Source: an optimization exercise on an open RTL-to-GDS flow (aim: small area). Production flows keep margins and buffers that such runs may drop. In this exercise RTL edits were held to simulation tests only and were not proved equivalent to the original. No driver is modelled on the clock port, so clock power and skew are understated where the tree is cut down; a real chip needs a root buffer or a tree. Power and IR drop assume default switching activity.

== run 1 ==
==> flow/design.v (excerpt) <==
module uart_dbg_top #(
  parameter int unsigned CLKS_PER_BIT = 16,
  parameter int unsigned MEM_AW       = 5
) (
  input  logic        clk,
  input  logic        rst_i,
  input  logic        uart_rx_i,
  output logic        uart_tx_o,
  output logic        exec_valid_o,
  output logic [63:0] exec_addr_o,
  input  logic        done_i,
  input  logic [31:0] exit_code_i
);
  logic [2:0] sync_q;
  logic [7:0] rc_q;
  logic [7:0] rxs_q;
  logic       rx_s, fall, rx_idle, rx_tick, rx_valid, rx_shift;
  logic       hp_q, hs_q;
  logic [3:0] rx_k;
  assign rx_s     = sync_q[1];
  assign fall     = sync_q[2] & ~sync_q[1];
  assign rx_idle  = (rc_q == 8'd0);
  assign rx_tick  = (rc_q[3:0] == 4'd8);
  assign rx_k     = rc_q[7:4];
  assign rx_valid = rx_tick && (rx_k == 4'd9) && rx_s;
  always_ff @(posedge clk) begin
    if (rst_i) begin
      sync_q <= 3'b111;
      rc_q   <= 8'd0;
    end else begin
  ...
For scale: roughly 700 cells after synthesis, about 390 flip-flops, about 0.011 mm2 of cells after synthesis.
clock: 10.0 ns
lec_check: 0
cap_margin: 20
core_margin: 2
core_utilization: 65
slew_margin: 20
standard.sh (not shown) runs the stock make flow with config.mk's settings and CLKGATE_MAP_FILE= SYNTH_SCRIPT=/design/flow/synth_recipe.tcl, a recipe that flattens the netlist after the stock synthesis.
==> flow/flow/run.sh <==
#!/bin/bash
set -euo pipefail
bash standard.sh synth > synth.log 2>&1
export BUFFER_PORTS_ARGS="-buffer_cell sky130_fd_sc_hd__buf_1"
export CTS_ARGS="-sink_clustering_enable -repair_clock_nets -dont_use_dummy_load -buf_list {sky130_fd_sc_hd__clkbuf_8} -root_buf sky130_fd_sc_hd__clkbuf_8 -sink_clustering_size 20 -sink_clustering_max_diameter 60"
export RECOVER_POWER=100
bash standard.sh finish > finish.log 2>&1
[run 1] flow finished | final checks: failed | reasons: capacitance limit, slew limit
Edits applied to the flow inputs when going from run 1 to run 2:
==> flow/flow/run.sh <==
#!/bin/bash
set -euo pipefail
bash standard.sh synth > synth.log 2>&1
export BUFFER_PORTS_ARGS="-buffer_cell sky130_fd_sc_hd__buf_1"
export CTS_ARGS="-sink_clustering_enable -repair_clock_nets -dont_use_dummy_load -buf_list {sky130_fd_sc_hd__clkbuf_8} -root_buf sky130_fd_sc_hd__clkbuf_8 -sink_clustering_size 22 -sink_clustering_max_diameter 40"
bash standard.sh finish > finish.log 2>&1
diff --git a/flow/config.mk b/flow/config.mk
--- a/flow/config.mk
+++ b/flow/config.mk
@@ -8,4 +8,4 @@
 export CAP_MARGIN = 20
 export CORE_MARGIN = 2
-export CORE_UTILIZATION = 65
+export CORE_UTILIZATION = 75
 export SLEW_MARGIN = 20
[summary]
The critical path data arrival time was comparable across run 2 and run 1. Run 2 finished every stage and its layout cleared the timing, design-rule and antenna checks. Run 2 against run 1: area after synthesis closely matched the old numbers; DRC marker count from the first detailed-route iteration +107; fraction of area in registers fell 0.46 points; number of enable-type register cells in the synthesized netlist has remained practically unchanged; via-per-instance ratio went up 0.48. Run 1 was smaller in final cell area than run 2. Compared to run 1, run 2 shows a narrower setup margin. Sort run 2 and run 1 by total via count after detailed routing, ascending, and run 1 comes first. Sort run 2 and run 1 by met2 track utilization from global routing asc -> top: run 1.
### run 2 -> run 3
==> flow/flow/run.sh <==
#!/bin/bash
set -euo pipefail
bash standard.sh synth > synth.log 2>&1
export BUFFER_PORTS_ARGS="-buffer_cell sky130_fd_sc_hd__buf_1"
export CTS_ARGS="-sink_clustering_enable -repair_clock_nets -dont_use_dummy_load -buf_list {sky130_fd_sc_hd__clkbuf_8} -root_buf sky130_fd_sc_hd__clkbuf_8 -sink_clustering_size 20 -sink_clustering_max_diameter 60"
bash standard.sh finish > finish.log 2>&1
diff --git a/flow/config.mk b/flow/config.mk
--- a/flow/config.mk
+++ b/flow/config.mk
@@ -8,4 +8,4 @@
 export CAP_MARGIN = 20
 export CORE_MARGIN = 2
-export CORE_UTILIZATION = 75
+export CORE_UTILIZATION = 65
 export SLEW_MARGIN = 20
## What came out
No run among run 2 and run 3 stopped early or left any final violation; all are clean. In run 3 the post-route clock skew turned out 0.030 ns lower than in run 2. Side by side, global-route usage turned out lower in run 3 than in run 2. Final cell count, run 2 and run 3: higher on run 3. Summary of run 3 over run 2: portion of total power attributed to sequential cells now sits higher; core region area rose 15%; final worst slack +0.017 ns.

========
Setup of juniper:
Another version of the RTL of uart_dbg_top (not shown whole).
For scale: about 690 cells after synthesis, ~390 flip-flops, ~100 I/O pins.
==> flow/config.mk <==
export PLATFORM = sky130hd
export DESIGN_NAME = uart_dbg_top
export DESIGN_NICKNAME = uart_dbg_top
export VERILOG_FILES = /design/flow/design.v
export SDC_FILE = /design/flow/constraint.sdc
export NUM_CORES = 4
export LEC_CHECK = 0
export CAP_MARGIN = 20
export CORE_MARGIN = 2
export CORE_UTILIZATION = 65
export SLEW_MARGIN = 20
==> flow/constraint.sdc <==
create_clock -name core_clock -period 10.0 [get_ports {clk}]
set_input_delay 2.0000 -clock core_clock [delete_from_list [all_inputs] [get_ports {clk}]]
set_output_delay 2.0000 -clock core_clock [all_outputs]
set_load 0.01 [all_outputs]
==> flow/flow/run.sh <==
#!/bin/bash
set -euo pipefail
bash standard.sh synth > synth.log 2>&1
export BUFFER_PORTS_ARGS="-buffer_cell sky130_fd_sc_hd__buf_1"
export CTS_ARGS="-sink_clustering_enable -repair_clock_nets -dont_use_dummy_load -buf_list {sky130_fd_sc_hd__clkbuf_8} -root_buf sky130_fd_sc_hd__clkbuf_8 -sink_clustering_size 22 -sink_clustering_max_diameter 60"
export POST_FLOORPLAN_TCL=$PWD/flow/rmp.tcl
export POST_CTS_TCL=$PWD/flow/ctsfix.tcl
mkdir -p orfs/objects/sky130hd/uart_dbg_top/base/rmp
bash standard.sh finish > finish.log 2>&1
==> flow/flow/ctsfix.tcl <==
# Clock tree clean-up after CTS:
# 1. bypass the clock buffers that only drive other clock buffers below the
#    root, so the root drives the leaf buffers directly;
# 2. upsize leaf clock buffers whose flip-flop clock pins would see a slow
#    edge, so every clock pin stays well inside the slew limit.
set block [ord::get_db_block]
set bypassed 0
foreach inst [$block getInsts] {
  if {![string match "sky130_fd_sc_hd__clkbuf_*" [[$inst getMaster] getName]]} { continue }
  set a [$inst findITerm A]
  set x [$inst findITerm X]
  set in_net [$a getNet]
  set out_net [$x getNet]
  if {$in_net eq "NULL" || $out_net eq "NULL"} { continue }
  # the input must come from another clock buffer (not the port)
  set drv_is_buf 0
  foreach it [$in_net getITerms] {
    if {[$it isOutputSignal] && [string match "sky130_fd_sc_hd__clkbuf_*" [[[$it getInst] getMaster] getName]]} {
      set drv_is_buf 1
    }
  }
  if {!$drv_is_buf} { continue }
  # every load must be a clock buffer input
  set loads {}
  set only_bufs 1
  foreach it [$out_net getITerms] {
    if {$it eq $x} { continue }
    if {![string match "sky130_fd_sc_hd__clkbuf_*" [[[$it getInst] getMaster] getName]]} { set only_bufs 0 }
    lappend loads $it
  }
  if {!$only_bufs || [llength $loads] == 0 || [llength [$out_net getBTerms]] > 0} { continue }
  foreach it $loads {
    $it disconnect
    $it connect $in_net
  }
  $x disconnect
  $a disconnect
  odb::dbInst_destroy $inst
  odb::dbNet_destroy $out_net
  incr bypassed
}
puts "ctsfix: bypassed $bypassed clock buffers"

estimate_parasitics -placement
set_propagated_clock [all_clocks]
set up 0
foreach inst [get_cells *] {
  if {[get_property $inst ref_name] ne "sky130_fd_sc_hd__clkbuf_8"} { continue }
  set net [get_nets -of_objects [get_pins -of_objects $inst -filter "direction==output"]]
  set worst 0.0
  set leaf 1
  foreach p [get_pins -of_objects $net -filter "direction==input"] {
    if {[string match "*clkbuf*" [get_property [get_cells -of_objects $p] ref_name]]} { set leaf 0 }
    set s [get_property $p slew_max]
    if {$s > $worst} { set worst $s }
  }
  if {$leaf && $worst > 0.118} {
    puts "ctsfix: [get_full_name $inst] worst sink slew $worst, upsizing"
    replace_cell $inst sky130_fd_sc_hd__clkbuf_16
    incr up
  }
}
puts "ctsfix: upsized $up clock buffers"
if {$up > 0} {
  detailed_placement
  check_placement -verbose
  estimate_parasitics -placement
}
Other scripts of this flow, unchanged in this note and not shown: flow/flow/rmp.tcl
Edits applied to the flow inputs when going from juniper to garnet:
-- flow/flow/run.sh --
<<< juniper, line 5
export CTS_ARGS="-sink_clustering_enable -repair_clock_nets -dont_use_dummy_load -buf_list {sky130_fd_sc_hd__clkbuf_8} -root_buf sky130_fd_sc_hd__clkbuf_8 -sink_clustering_size 22 -sink_clustering_max_diameter 60"
>>> garnet, line 5
export CTS_ARGS="-sink_clustering_enable -repair_clock_nets -dont_use_dummy_load -buf_list {sky130_fd_sc_hd__clkbuf_8} -root_buf sky130_fd_sc_hd__clkbuf_8 -sink_clustering_size 20 -sink_clustering_max_diameter 60"
==> flow/flow/ctsfix.tcl <==
# Upsize leaf clock buffers whose flip-flop clock pins would see a slow
# edge, so every clock pin stays well inside the slew limit.
estimate_parasitics -placement
set_propagated_clock [all_clocks]
set up 0
foreach inst [get_cells *] {
  if {[get_property $inst ref_name] ne "sky130_fd_sc_hd__clkbuf_8"} { continue }
  set net [get_nets -of_objects [get_pins -of_objects $inst -filter "direction==output"]]
  set worst 0.0
  set leaf 1
  foreach p [get_pins -of_objects $net -filter "direction==input"] {
    if {[string match "*clkbuf*" [get_property [get_cells -of_objects $p] ref_name]]} { set leaf 0 }
    set s [get_property $p slew_max]
    if {$s > $worst} { set worst $s }
  }
  if {$leaf && $worst > 0.118} {
    puts "ctsfix: [get_full_name $inst] worst sink slew $worst, upsizing"
    replace_cell $inst sky130_fd_sc_hd__clkbuf_16
    incr up
  }
}
puts "ctsfix: upsized $up clock buffers"
if {$up > 0} {
  detailed_placement
  check_placement -verbose
  estimate_parasitics -placement
}
==> summary.txt <==
Per the comparison of garnet with juniper, fill cell instance count of the final layout increased 0.35%; post-placement cell area essentially unchanged; first-pass GRT wire length essentially unchanged.
Input-level comparison between amber and garnet:
-- flow/flow/run.sh --
<<< garnet, line 5
export CTS_ARGS="-sink_clustering_enable -repair_clock_nets -dont_use_dummy_load -buf_list {sky130_fd_sc_hd__clkbuf_8} -root_buf sky130_fd_sc_hd__clkbuf_8 -sink_clustering_size 20 -sink_clustering_max_diameter 60"
>>> amber, line 5
export CTS_ARGS="-sink_clustering_enable -repair_clock_nets -dont_use_dummy_load -buf_list {sky130_fd_sc_hd__clkbuf_8} -root_buf sky130_fd_sc_hd__clkbuf_8 -sink_clustering_size 22 -sink_clustering_max_diameter 80"
-- flow/flow/ctsfix.tcl --
<<< garnet, line 10
  set leaf 1
>>> amber, line 10
<<< garnet, line 12
    if {[string match "*clkbuf*" [get_property [get_cells -of_objects $p] ref_name]]} { set leaf 0 }
>>> amber, line 11
<<< garnet, line 16
  if {$leaf && $worst > 0.118} {
>>> amber, line 14
  if {$worst > 0.110} {
--- outcome ---
Between amber and garnet, it is amber whose clock skew is lower, by 5.2 ps. NOTE number of global-route vias before repair garnet->amber increased by a few percent. Post-placement cell count essentially unchanged between garnet and amber. Going from garnet to amber, final worst setup slack neither gained nor lost much, source-to-sink clock delay at the later pin of the worst-skew pair lost 20 ps, utilization picked up an extra 1.0 points, highest clock frequency the design can meet neither gained nor lost much. Taking garnet as the reference, in amber worst hold slack across all endpoints higher, flip-flop and latch count roughly the same. Sequential share of cell area, garnet and amber: lower on amber.
### amber -> willow
-- flow/flow/run.sh --
<<< amber, line 5
export CTS_ARGS="-sink_clustering_enable -repair_clock_nets -dont_use_dummy_load -buf_list {sky130_fd_sc_hd__clkbuf_8} -root_buf sky130_fd_sc_hd__clkbuf_8 -sink_clustering_size 22 -sink_clustering_max_diameter 80"
>>> willow, line 5
export CTS_ARGS="-sink_clustering_enable -repair_clock_nets -dont_use_dummy_load -buf_list {sky130_fd_sc_hd__clkbuf_8} -root_buf sky130_fd_sc_hd__clkbuf_8 -sink_clustering_size 20 -sink_clustering_max_diameter 60"
[summary]
willow closes out successfully: all stages finished, all timing, DRC and antenna checks passed.
amber closes out successfully: all stages finished, all timing, DRC and antenna checks passed.
Final instance area ends up lower on willow.
From amber to willow the numbers moved as follows: met3 track demand over resource shows an increase of 0.83 points, sequential share of layout area shows an increase of 0.89 points, number of nets in the synthesized netlist shows no meaningful change, utilization after layout shows a reduction of 0.83 points.
Summary of willow over amber: detailed-route wire length per cell decreased by 6.4% relative to the old numbers; count of clock-buffer cells in the layout increased by about 20% relative to the old numbers.

========
Another version of the RTL of uart_dbg_top (not shown whole).
Size: about 700 cells after synthesis, ~100 I/O pins, ~11000 um^2 of cells after synthesis.
## uart_dbg_top
module uart_dbg_top #(
  parameter int unsigned CLKS_PER_BIT = 16,
  parameter int unsigned MEM_AW       = 5
) (
  input  logic        clk,
  input  logic        rst_i,
  input  logic        uart_rx_i,
  output logic        uart_tx_o,
  output logic        exec_valid_o,
  output logic [63:0] exec_addr_o,
  input  logic        done_i,
  input  logic [31:0] exit_code_i
);
==> flow/config.mk <==
export PLATFORM = sky130hd
export DESIGN_NAME = uart_dbg_top
export DESIGN_NICKNAME = uart_dbg_top
export VERILOG_FILES = /design/flow/design.v
export SDC_FILE = /design/flow/constraint.sdc
export NUM_CORES = 4
export LEC_CHECK = 0
export CAP_MARGIN = 20
export CORE_MARGIN = 2
export CORE_UTILIZATION = 65
export SLEW_MARGIN = 20
==> flow/constraint.sdc <==
create_clock -name core_clock -period 10.0 [get_ports {clk}]
set_input_delay 2.0000 -clock core_clock [delete_from_list [all_inputs] [get_ports {clk}]]
set_output_delay 2.0000 -clock core_clock [all_outputs]
set_load 0.01 [all_outputs]
==> flow/flow/run.sh <==
#!/bin/bash
set -euo pipefail
bash standard.sh synth > synth.log 2>&1
export BUFFER_PORTS_ARGS="-buffer_cell sky130_fd_sc_hd__buf_1"
export CTS_ARGS="-sink_clustering_enable -repair_clock_nets -dont_use_dummy_load -buf_list {sky130_fd_sc_hd__clkbuf_8} -root_buf sky130_fd_sc_hd__clkbuf_8 -sink_clustering_size 20 -sink_clustering_max_diameter 60"
export POST_FLOORPLAN_TCL=$PWD/flow/rmp.tcl
export POST_CTS_TCL=$PWD/flow/ctsfix.tcl
mkdir -p orfs/objects/sky130hd/uart_dbg_top/base/rmp
bash standard.sh finish > finish.log 2>&1
==> flow/flow/ctsfix.tcl <==
# Upsize the clock buffers that drive other clock buffers: the leaf buffers
# then see sharp input edges and the flip-flop clock pins stay well inside
# the slew limit.
set up 0
foreach inst [get_cells *] {
  if {[get_property $inst ref_name] ne "sky130_fd_sc_hd__clkbuf_8"} { continue }
  set net [get_nets -of_objects [get_pins -of_objects $inst -filter "direction==output"]]
  set drives_buf 0
  foreach p [get_pins -of_objects $net -filter "direction==input"] {
    if {[string match "*clkbuf*" [get_property [get_cells -of_objects $p] ref_name]]} {
      set drives_buf 1
    }
  }
  if {$drives_buf} {
    replace_cell $inst sky130_fd_sc_hd__clkbuf_16
    incr up
  }
}
puts "ctsfix: upsized $up clock buffers"
if {$up > 0} {
  detailed_placement
  check_placement -verbose
}
==> flow/flow/rmp.tcl <==
# Re-map the combinational logic for area after floorplan
set lib [lindex $::env(LIB_FILES) 0]
restructure -target area -liberty_file $lib \
  -tielo_port "sky130_fd_sc_hd__conb_1/LO" -tiehi_port "sky130_fd_sc_hd__conb_1/HI" \
  -work_dir $::env(OBJECTS_DIR)/rmp -abc_logfile $::env(LOG_DIR)/rmp_abc.log
report_design_area
Change:
--- a/flow/flow/run.sh
+++ b/flow/flow/run.sh
@@ -6,3 +6,2 @@
 export POST_FLOORPLAN_TCL=$PWD/flow/rmp.tcl
-export POST_CTS_TCL=$PWD/flow/ctsfix.tcl
 mkdir -p orfs/objects/sky130hd/uart_dbg_top/base/rmp
removed: flow/flow/ctsfix.tcl
What happened: Area after synthesis does not change. Global-route usage barely changes. Final area stays flat. Synthesized cell count is unchanged. Sequential share of layout area rises by 0.22 points. Hold slack got worse by 0.017 ns.

[afterwards: timing with drivers on the ports]
How much do the figures lean on ideal ports? The routed layouts below were timed once more, with nothing changed but the port constraints.
Step 1 assumes that a clkbuf_16 drives the clock port and a buf_2 every other input.
Step 2 also shifts input and output timing later by t, the mid clock arrival at the registers, as if the neighbouring blocks saw the same clock.
Slacks: ideal / step 1 / step 2; pairs: ideal / step 1.
run	t, ns	setup slack, ns	clock arrival spread, ns	slew at the worst register clock pin (ns)
run 1	0.567	5.991 / 5.954 / 5.842	0.046 / 0.046	0.12 / 0.12
run 2	0.606	5.983 / 5.946 / 6.552	0.074 / 0.074	0.12 / 0.12
run 3	0.566	6.000 / 5.963 / 6.529	0.044 / 0.044	0.12 / 0.12
juniper	0.610	6.248 / 6.209 / 6.572	0.059 / 0.060	0.12 / 0.12
garnet	0.575	6.333 / 6.294 / 6.558	0.038 / 0.039	0.11 / 0.11
amber	0.554	6.333 / 6.292 / 6.586	0.034 / 0.034	0.09 / 0.09
willow	0.564	6.298 / 6.260 / 6.549	0.082 / 0.083	0.11 / 0.11
the first run of note 3	0.526	5.946 / 5.900 / 6.427	0.063 / 0.063	0.12 / 0.12
the second run of note 3	0.575	5.883 / 5.842 / 6.417	0.077 / 0.076	0.12 / 0.12
For run 1, which loses most, drivers alone change the setup slack by -0.037 ns; drivers and shift together by -0.149 ns.
